Context: an optimization exercise on an open-source flow, tuned for small area. The choices shown serve that exercise and are no tape-out recipe. Only simulation tests tie the RTL to the original design; equivalence was not proved. The flow treats the clock pin as an ideal source, which a real chip does not have.

==> try-harbor <==
Design branch_predictor_sa, start of the top module:
module branch_predictor_sa #(
  parameter int         SET_BITS = 3,
  parameter int         WAYS     = 4,
  parameter int         TAG_W    = 30 - SET_BITS,
  parameter logic [1:0] CNT_INIT = 2'b10
) (
  input  logic        clk,
  input  logic        RESET,
  input  logic [31:0] PC_F,
  output logic        PrPCSrc_F,
  output logic [31:0] PrALUResult_F,
  input  logic        BrValid_E,
  input  logic [31:0] PC_E,
  input  logic        PCSrc_E,
  input  logic [31:0] ALUResult_E,
  input  logic        PrPCSrc_E,
  input  logic        Flush,
  output logic [31:0] BrCount,
  output logic [31:0] MispCount
);
  localparam int SETS  = 1 << SET_BITS;
  localparam int PTR_W = (WAYS > 1) ? $clog2(WAYS) : 1;
  localparam int N     = SETS * WAYS;
  logic [N-1:0]     valid_q;
  logic [TAG_W-1:0] tag_q    [N];
  logic [31:0]      target_q [N];
  logic [1:0]       cnt_q    [N];
  logic [PTR_W-1:0] ptr_q    [SETS];
  ...
==> module bp_inc32, before the edit <==
module bp_inc32 (
  input  logic        en,
  input  logic [31:0] q,
  output logic [31:0] d
);
  logic [31:0] c;
  assign c[0] = en;
  for (genvar i = 0; i < 31; i++) begin : g_ha
    bp_ha u_ha (.a(q[i]), .b(c[i]), .s(d[i]), .c(c[i+1]));
  end
  assign d[31] = q[31] ^ c[31];
endmodule
==> module bp_fetch_way, before the edit <==
module bp_fetch_way (
  input  logic [2:0]      set,
  input  logic [8*27-1:0] tags,
  input  logic [7:0]      vs,
  input  logic [7:0]      msbs,
  input  logic [8*32-1:0] tgts,
  input  logic [26:0]     key,
  output logic            take,
  output logic [31:0]     tgt
);
  logic [7:0]  sel;
  logic [26:0] t, eq;
  logic        v, msb;
  bp_dec8 u_dec (.a(set), .y(sel));
  for (genvar b = 0; b < 27; b++) begin : g_tag
    logic [7:0] col;
    for (genvar s = 0; s < 8; s++) begin : g_s
      assign col[s] = tags[s*27+b];
    end
    bp_sel8  u_sel (.sel(sel), .d(col), .q(t[b]));
    bp_xnor2 u_eq  (.a(t[b]), .b(key[b]), .y(eq[b]));
  end
  for (genvar b = 0; b < 32; b++) begin : g_tgt
    logic [7:0] col;
    for (genvar s = 0; s < 8; s++) begin : g_s
      assign col[s] = tgts[s*32+b];
    end
    bp_sel8 u_sel (.sel(sel), .d(col), .q(tgt[b]));
  end
  bp_sel8 u_v   (.sel(sel), .d(vs),   .q(v));
  bp_sel8 u_msb (.sel(sel), .d(msbs), .q(msb));
  assign take = v & msb & (&eq);
endmodule
clock: 8.0 ns
lec_check: 0
cap_margin: 20
core_margin: 2
core_utilization: 65
setup_slack_margin: 0.2
slew_margin: 20
synth_hierarchical: 1
synth_minimum_keep_size: 0
standard.sh (not shown) runs the stock make flow with config.mk's settings and CLKGATE_MAP_FILE= SYNTH_SCRIPT=/design/flow/synth_recipe.tcl, a recipe that flattens the netlist after the stock synthesis.
==> flow/flow/run.sh <==
#!/bin/bash
# Standard ORFS layout with area-oriented knobs:
#  - clock tree from clkbuf_4 leaf clusters of up to 10 sinks, no dummy loads
#  - port buffers of the smallest buffer cell
#  - after CTS, an area-recovery step (flow/recover.tcl): downsize cells off
#    the critical paths, then repair slew/cap and setup, and legalize
# Tool output: make's in standard_*.log, each ORFS step's in orfs/logs,
# the recovery step's in recover.log.
set -euo pipefail
V=(
  "CTS_ARGS=-sink_clustering_enable -repair_clock_nets -dont_use_dummy_load -buf_list sky130_fd_sc_hd__clkbuf_4 -sink_clustering_size 10 -sink_clustering_max_diameter 40"
  "BUFFER_PORTS_ARGS=-buffer_cell sky130_fd_sc_hd__buf_1"
)
bash standard.sh "${V[@]}" cts > standard_cts.log 2>&1
RESULTS_DIR="$PWD/orfs/results/$FLOW_PLATFORM/branch_predictor_sa/base" \
LIB="$FLOW_HOME/platforms/$FLOW_PLATFORM/lib/sky130_fd_sc_hd__tt_025C_1v80.lib" \
PLATFORM_DIR="$FLOW_HOME/platforms/$FLOW_PLATFORM" \
  openroad -exit -no_splash -no_init flow/recover.tcl > recover.log 2>&1
bash standard.sh "${V[@]}" finish > standard_finish.log 2>&1
==> flow/flow/recover.tcl <==
# Area recovery after CTS: downsize cells off the critical paths, then
# repair any slew/capacitance violations that downsizing left, re-check setup,
# and legalize.
set res $::env(RESULTS_DIR)
read_liberty $::env(LIB)
read_db $res/4_cts.odb
read_sdc $res/4_cts.sdc
source $::env(PLATFORM_DIR)/setRC.tcl
set_dont_use [get_lib_cells {*probe* *lpflow*}]
set_propagated_clock [all_clocks]
estimate_parasitics -placement
report_design_area
repair_timing -recover_power 100 -setup_margin 0.2 -verbose
estimate_parasitics -placement
repair_design -slew_margin 20 -cap_margin 20 -verbose
estimate_parasitics -placement
repair_timing -setup -setup_margin 0.2 -verbose
detailed_placement
check_placement -verbose
estimate_parasitics -placement
report_design_area
report_worst_slack -max
report_worst_slack -min
report_check_types -max_slew -max_capacitance -violators
write_db $res/4_cts.odb
==> try-fjord: changes against try-harbor <==
--- a/flow/design.v
+++ b/flow/design.v
@@ -190,21 +190,38 @@
 endmodule
 module bp_inc32 (
   input  logic        en,
   input  logic [31:0] q,
   output logic [31:0] d
 );
   logic [31:0] c;
-  assign c[0] = en;
-  for (genvar i = 0; i < 31; i++) begin : g_ha
-    bp_ha u_ha (.a(q[i]), .b(c[i]), .s(d[i]), .c(c[i+1]));
-  end
-  assign d[31] = q[31] ^ c[31];
+  logic [3:0]  seg_ones;
+  for (genvar k = 0; k < 4; k++) begin : g_seg
+    assign seg_ones[k] = &q[8*k +: 8];
+    if (k == 0) begin : g_first
+      assign c[0] = en;
+    end else begin : g_next
+      assign c[8*k] = c[8*(k-1)] & seg_ones[k-1];
+    end
+    for (genvar i = 8*k; i < 8*k+7; i++) begin : g_ha
+      bp_ha u_ha (.a(q[i]), .b(c[i]), .s(d[i]), .c(c[i+1]));
+    end
+    assign d[8*k+7] = q[8*k+7] ^ c[8*k+7];
+  end
 endmodule
 module bp_dec8 (
+  input  logic [2:0] a,
+  output logic [7:0] y
+);
+  always_comb begin
+    for (int i = 0; i < 8; i++)
+      y[i] = (a == 3'(i));
+  end
+endmodule
+module bp_dec8t (
   input  logic [2:0] a,
   output logic [7:0] y
 );
   always_comb begin
     for (int i = 0; i < 8; i++)
       y[i] = (a == 3'(i));
   end
@@ -232,32 +249,33 @@
   input  logic [7:0]      vs,
   input  logic [7:0]      msbs,
   input  logic [8*32-1:0] tgts,
   input  logic [26:0]     key,
   output logic            take,
   output logic [31:0]     tgt
 );
-  logic [7:0]  sel;
+  logic [7:0]  sel, tsel;
   logic [26:0] t, eq;
   logic        v, msb;
-  bp_dec8 u_dec (.a(set), .y(sel));
+  bp_dec8  u_dec  (.a(set), .y(sel));
+  bp_dec8t u_tdec (.a(set), .y(tsel));
   for (genvar b = 0; b < 27; b++) begin : g_tag
     logic [7:0] col;
     for (genvar s = 0; s < 8; s++) begin : g_s
       assign col[s] = tags[s*27+b];
     end
     bp_sel8  u_sel (.sel(sel), .d(col), .q(t[b]));
     bp_xnor2 u_eq  (.a(t[b]), .b(key[b]), .y(eq[b]));
   end
   for (genvar b = 0; b < 32; b++) begin : g_tgt
     logic [7:0] col;
     for (genvar s = 0; s < 8; s++) begin : g_s
       assign col[s] = tgts[s*32+b];
     end
-    bp_sel8 u_sel (.sel(sel), .d(col), .q(tgt[b]));
+    bp_sel8 u_sel (.sel(tsel), .d(col), .q(tgt[b]));
   end
   bp_sel8 u_v   (.sel(sel), .d(vs),   .q(v));
   bp_sel8 u_msb (.sel(sel), .d(msbs), .q(msb));
   assign take = v & msb & (&eq);
 endmodule
 module bp_exec_way (
   input  logic [2:0]      set,
==> flow/flow/run.sh (replaced) <==
#!/bin/bash
# Standard ORFS layout with area-oriented knobs:
#  - clock tree from clkbuf_4 leaf clusters of up to 10 sinks, no dummy loads
#  - port buffers of the smallest clock-buffer cell (clkbuf_1)
# Each tool's full output is in orfs/logs; make's output is in standard_flow.log.
set -euo pipefail
bash standard.sh \
  "CTS_ARGS=-sink_clustering_enable -repair_clock_nets -dont_use_dummy_load -buf_list sky130_fd_sc_hd__clkbuf_4 -sink_clustering_size 10 -sink_clustering_max_diameter 40" \
  "BUFFER_PORTS_ARGS=-buffer_cell sky130_fd_sc_hd__clkbuf_1" \
  finish > standard_flow.log 2>&1
CORE_UTILIZATION = 70   (was 65)
removed: flow/flow/recover.tcl
==> try-indigo: changes against try-harbor <==
--- a/flow/design.v
+++ b/flow/design.v
@@ -140,29 +140,23 @@
       for (int s = 0; s < SETS; s++) begin
         for (int w = 0; w < WAYS; w++)
           if (alloc & e_sel[s] & e_victim[w]) valid_q[s*WAYS+w] <= 1'b1;
         if (alloc & e_sel[s] & e_full) ptr_q[s] <= ptr_q[s] + 1'b1;
       end
     end
   end
-  logic [31:0] br_count_q, br_count_d;
-  logic [31:0] misp_count_q, misp_count_d;
-  bp_inc32 u_br_inc (
-    .en(BrValid_E), .q(br_count_q), .d(br_count_d)
-  );
-  bp_inc32 u_misp_inc (
-    .en(BrValid_E & (PrPCSrc_E != PCSrc_E)), .q(misp_count_q), .d(misp_count_d)
-  );
+  logic [31:0] br_count_q;
+  logic [31:0] misp_count_q;
   always_ff @(posedge clk or negedge RESET) begin
     if (!RESET) begin
       br_count_q   <= 32'd0;
       misp_count_q <= 32'd0;
-    end else begin
-      br_count_q   <= br_count_d;
-      misp_count_q <= misp_count_d;
+    end else if (BrValid_E) begin
+      br_count_q <= br_count_q + 32'd1;
+      if (PrPCSrc_E != PCSrc_E) misp_count_q <= misp_count_q + 32'd1;
     end
   end
   assign BrCount   = br_count_q;
   assign MispCount = misp_count_q;
 endmodule
 module bp_aoi222 (
   input  logic a0, b0, a1, b1, a2, b2,
@@ -177,32 +171,14 @@
   assign y = ~(c & d & ~((a0 & b0) | (a1 & b1)));
 endmodule
 module bp_xnor2 (
   input  logic a, b,
   output logic y
 );
   assign y = ~(a ^ b);
-endmodule
-module bp_ha (
-  input  logic a, b,
-  output logic s, c
-);
-  assign {c, s} = {1'b0, a} + {1'b0, b};
-endmodule
-module bp_inc32 (
-  input  logic        en,
-  input  logic [31:0] q,
-  output logic [31:0] d
-);
-  logic [31:0] c;
-  assign c[0] = en;
-  for (genvar i = 0; i < 31; i++) begin : g_ha
-    bp_ha u_ha (.a(q[i]), .b(c[i]), .s(d[i]), .c(c[i+1]));
-  end
-  assign d[31] = q[31] ^ c[31];
 endmodule
 module bp_dec8 (
   input  logic [2:0] a,
   output logic [7:0] y
 );
   always_comb begin
     for (int i = 0; i < 8; i++)
==> flow/flow/run.sh (replaced) <==
#!/bin/bash
# Standard ORFS layout with area-oriented knobs:
#  - clock tree from clkbuf_4 leaf clusters of up to 10 sinks, no dummy loads
#  - port buffers of the smallest buffer cell
# Each tool's full output is in orfs/logs; make's output is in standard_flow.log.
set -euo pipefail
bash standard.sh \
  "CTS_ARGS=-sink_clustering_enable -repair_clock_nets -dont_use_dummy_load -buf_list sky130_fd_sc_hd__clkbuf_4 -sink_clustering_size 10 -sink_clustering_max_diameter 40" \
  "BUFFER_PORTS_ARGS=-buffer_cell sky130_fd_sc_hd__buf_1" \
  finish > standard_flow.log 2>&1
CORE_UTILIZATION = 75   (was 65)
removed: flow/flow/recover.tcl
==> run notes <==
- Clock-buffer cell count, lowest first: try-indigo, try-fjord, try-harbor.
- Clock skew, lowest first: try-harbor, try-indigo, try-fjord.
- Of try-harbor and try-fjord, try-fjord has the higher worst setup slack (gap 0.010 ns).
- Between try-harbor and try-indigo, the lower final area is in try-indigo (gap about 1.5%, measured against try-indigo).
- Die area: try-indigo is smaller than try-harbor (13%).
- Hold slack: try-fjord > try-indigo > try-harbor.
- In sequential cell count, try-indigo and try-fjord do not differ.
- In try-indigo the first-iteration DRC count is larger than in try-harbor, by 4.3%.
- In sequential share of layout area, try-fjord and try-indigo hardly differ.
- Global-route usage: try-indigo > try-fjord > try-harbor.
- try-fjord passed the timing, DRC and antenna checks. try-harbor finished clean. try-indigo completed with no timing, DRC or antenna violations.

what the ideal ports hide:
The results above use ideal ports. As a check the final layouts listed here were re-extracted and re-timed, cells and wires unchanged.
Step 1: set_driving_cell puts a clkbuf_16 on clk and a buf_2 on each other input, an assumption about the parent block.
Step 2 moves the port delays by t, midway between the first and last clock arrival at a register: inputs arrive t later, outputs are due t later. That takes back most of the time a late clock gives input paths.
Slacks: ideal / step 1 / step 2; pairs: ideal / step 1.
run	t, ns	slack for setup (ns)	worst hold slack (ns)	worst data-port slew with drivers (ns)	cell pins on the clock port's net
try-harbor	1.355	0.423 / 0.391 / -0.109	0.285 / 0.234 / 0.473	0.18	1
try-fjord	1.258	0.433 / 0.409 / 0.409	0.470 / 0.415 / 0.480	0.12	1
try-indigo	1.245	0.484 / 0.459 / 0.459	0.408 / 0.355 / 0.475	0.10	1
With both steps, setup timing fails in try-harbor, where it was met with ideal ports. The setup slack of try-harbor, which loses most, moves by -0.032 ns with the drivers and by -0.532 ns with both steps.
